From an optimization exercise on the open Yosys and OpenROAD flow, aimed at small area, a short achievable clock period and few clock cycles per item; shortcuts taken in it are not production practice.
At most, simulation tests tie the RTL to the original design; equivalence was not proved.
No activity file was given, so power comes from the tool's default toggle rates.

Design cycling_speed_cadence_packet_top, start of the top module:
module cycling_speed_cadence_packet_top (
    input  wire                                  i_clk,
    input  wire                                  i_rst_n,
    input  wire                                  i_in_valid,
    output logic                                 o_in_stall,
    input  wire  [7:0]                           i_data_byte,
    input  wire                                  i_last_byte,
    input  wire  [31:0]                          i_now_ms,
    output logic                                 o_out_valid,
    input  wire                                  i_out_stall,
    output logic [7:0]                           o_speed_kmh,
    output logic [15:0]                          o_cadence_rpm,
    output logic                                 o_zero_interval,
    input  wire                                  psel,
    input  wire                                  penable,
    input  wire                                  pwrite,
    input  wire  [2:0]                           paddr,
    input  wire  [31:0]                          pwdata,
    output logic [31:0]                          prdata,
    output logic                                 pready
);
Size in the first run: roughly 330 flip-flops, about 0.024 sq mm of cells after synthesis.
Settings: LEC_CHECK=0, CAP_MARGIN=20, CORE_MARGIN=2, CORE_UTILIZATION=40, CTS_BUF_LIST=sky130_fd_sc_hd__clkbuf_2 sky130_fd_sc_hd__clkbuf_4, CTS_CLUSTER_SIZE=20, SLEW_MARGIN=20; clock period 10.0 ns.
standard.sh (not shown) runs the stock make flow with config.mk's settings and CLKGATE_MAP_FILE= SYNTH_SCRIPT=/design/flow/synth_recipe.tcl, a recipe that flattens the netlist after the stock synthesis.
==> flow/flow/run.sh <==
#!/bin/bash
set -euo pipefail
bash standard.sh SETUP_SLACK_MARGIN=5.7 "BUFFER_PORTS_ARGS=-buffer_cell sky130_fd_sc_hd__buf_2" finish > standard_flow.log 2>&1
Testbench counts at the start, summed over its fixed seeds: cycles 18,016, items 1,600.
Rerun with:
==> flow/run.sh (new file) <==
#!/bin/bash
# synth_recipe.tcl (not shown) runs the flow's synth.tcl, then flattens the netlist and writes it again
# the make line also repeats each setting of config.mk as NAME=value (left out here)
make -C /OpenROAD-flow-scripts/flow DESIGN_CONFIG=/design/flow/config.mk WORK_HOME=/design/flow/orfs CLKGATE_MAP_FILE= SYNTH_SCRIPT=/design/flow/synth_recipe.tcl finish
- CORE_UTILIZATION: 40 -> 60
- CTS_BUF_LIST: sky130_fd_sc_hd__clkbuf_2 sky130_fd_sc_hd__clkbuf_4 -> default
- CTS_CLUSTER_SIZE: 20 -> default
- SETUP_SLACK_MARGIN: default -> 5
removed: flow/flow/run.sh
removed: flow/standard.sh
After rerunning: The new run produced a clean layout; cell count came out lower by about 11%; power came out higher by 1.9%; core utilization came out higher by 22 points; routed wire length came out lower by about 2.7%; final area came out lower by about 1.1%.
Rerun with:
==> flow/flow/run.sh (new file) <==
#!/bin/bash
set -euo pipefail
bash standard.sh SETUP_SLACK_MARGIN=5.7 "BUFFER_PORTS_ARGS=-buffer_cell sky130_fd_sc_hd__buf_2" finish > standard_flow.log 2>&1
==> flow/standard.sh (new file) <==
#!/bin/bash
# synth_recipe.tcl (not shown) runs the flow's synth.tcl, then flattens the netlist and writes it again
# the make line also repeats each setting of config.mk as NAME=value (left out here)
make -C /OpenROAD-flow-scripts/flow DESIGN_CONFIG=/design/flow/config.mk WORK_HOME=/design/flow/orfs CLKGATE_MAP_FILE= SYNTH_SCRIPT=/design/flow/synth_recipe.tcl "${@:-finish}"
- CORE_UTILIZATION: 60 -> 40
- SETUP_SLACK_MARGIN: 5 -> default
removed: flow/run.sh
Now the flow finished but failed the layout checks on capacitance limit, slew limit.
Die area climbs by 49%.
Core utilization drops by 22 points.
Critical path depth stays the same.
Synthesized area stays the same.
Wire length climbs by 2.4%.
Worst setup slack is better by 0.51 ns.
Cell area climbs by 1.7%.
Non-clock buffer count climbs by 38.
Rerun with:
==> flow/flow/run.sh (replaced) <==
#!/bin/bash
set -euo pipefail
bash standard.sh SETUP_SLACK_MARGIN=5.6 finish > standard_flow.log 2>&1
After rerunning: The new run passed the timing, DRC and antenna checks. Total power climbs by 1.2%. Clock-buffer cell count is higher by 7. Setup slack gets worse by 0.034 ns. Via count stays flat. Design area climbs by 2.3%. Register-to-register slack got worse by 0.08 ns. Wire length goes up by 2.0%. Non-clock buffer count grows by 1. Maximum frequency fell by 0.78%. First-iteration DRC count decreases by 10%. Sequential power barely changes.

* * *

Another version of the RTL of cycling_speed_cadence_packet_top (not shown whole).
Size in the first run: roughly 300 flip-flops, ~140 I/O pins, roughly 26000 µm² of cells after synthesis.
clock: 10.0 ns
lec_check: 0
cap_margin: 20
core_margin: 2
core_utilization: 40
setup_slack_margin: 5
slew_margin: 20
run.sh (not shown) runs the stock make flow with config.mk's settings and CLKGATE_MAP_FILE= SYNTH_SCRIPT=/design/flow/synth_recipe.tcl, a recipe that flattens the netlist after the stock synthesis.
Stock flow here: none of the scripts above is used.
The first run went through all stages and came out clean.
Change:
Settings changed: SETUP_SLACK_MARGIN 5 to default.
The new run finished clean.
Routed wire length is lower by 2.4%.
Die area does not change.
Clock-buffer cell count climbs by 1.
Power went down by 0.49%.
No run of this note included a check of the RTL's function; only the layout flow was run.

* * *

Another version of the RTL of cycling_speed_cadence_packet_top (not shown whole).
For scale: roughly 24,000 um2 of cells after synthesis.
export LEC_CHECK = 0
export CAP_MARGIN = 20
export CORE_MARGIN = 2
export CORE_UTILIZATION = 55
export CTS_BUF_LIST = sky130_fd_sc_hd__clkbuf_8
export CTS_CLUSTER_DIAMETER = 60
export CTS_CLUSTER_SIZE = 16
export SLEW_MARGIN = 20
create_clock -name core_clock -period 10.0 [get_ports {i_clk}]
standard.sh (not shown) runs the stock make flow with config.mk's settings and CLKGATE_MAP_FILE= SYNTH_SCRIPT=/design/flow/synth_recipe.tcl, a recipe that flattens the netlist after the stock synthesis.
==> flow/flow/run.sh <==
#!/bin/bash
set -euo pipefail
bash standard.sh SETUP_SLACK_MARGIN=5.62 "BUFFER_PORTS_ARGS=-buffer_cell sky130_fd_sc_hd__buf_2" finish > standard_flow.log 2>&1
Testbench counts at the start, summed over its fixed seeds: cycles 18,016, items 1,600.
Then changed:
==> flow/flow/run.sh (replaced) <==
#!/bin/bash
set -euo pipefail
bash standard.sh SETUP_SLACK_MARGIN=5.55 "BUFFER_PORTS_ARGS=-buffer_cell sky130_fd_sc_hd__buf_2" finish > standard_flow.log 2>&1
CORE_UTILIZATION = 40   (was 55)
Effect: Utilization drops by 17 points; design area is about the same; combinational power drops by about 5%; global-route usage drops by 7.5 points; die area climbs by 37%; worst hold slack loses 3.8 ps; sequential cell count stays the same.

==> static timing again, ports no longer ideal <==
How much do the figures lean on ideal ports? The routed layouts below were timed once more, with nothing changed but the port constraints. Step 1, drivers: a clkbuf_16 drives i_clk and a buf_2 each remaining input, both assumed. Step 2 times the ports against the registers' clock, not the clock port: input delays grow and output delays shrink by t, the midpoint of the rising clock arrivals with the driver on. a / b / c = ideal ports / drivers / drivers and shift; a / b = the first two.
run | t, ns | setup WS [ns] | hold WS [ns] | clock arrival spread, ns | cell pins on the clock port's net
the first run of note 1 | 0.897 | 5.630 / 5.521 / 5.057 | 0.453 / 0.453 / 0.453 | 0.115 / 0.115 | 1
the second run of note 1 | 0.617 | 5.119 / 5.099 / 4.620 | 0.453 / 0.453 / 0.453 | 0.017 / 0.017 | 1
the third run of note 1 | 0.629 | 5.629 / 5.525 / 5.244 | 0.454 / 0.454 / 0.454 | 0.058 / 0.057 | 1
the fourth run of note 1 | 0.625 | 5.595 / 5.552 / 5.136 | 0.452 / 0.452 / 0.452 | 0.032 / 0.033 | 1
the first run of note 2 | 0.633 | 4.858 / 4.858 / 4.576 | 0.449 / 0.449 / 0.449 | 0.039 / 0.039 | 1
the second run of note 2 | 0.623 | 3.911 / 3.911 / 3.911 | 0.449 / 0.449 / 0.449 | 0.040 / 0.040 | 1
the first run of note 3 | 0.663 | 5.618 / 5.526 / 5.161 | 0.458 / 0.458 / 0.458 | 0.046 / 0.047 | 1
the second run of note 3 | 0.687 | 5.573 / 5.550 / 5.061 | 0.454 / 0.454 / 0.454 | 0.062 / 0.062 | 1
The setup slack of the first run of note 1, which loses most, moves by -0.109 ns with the drivers and by -0.573 ns with both steps.
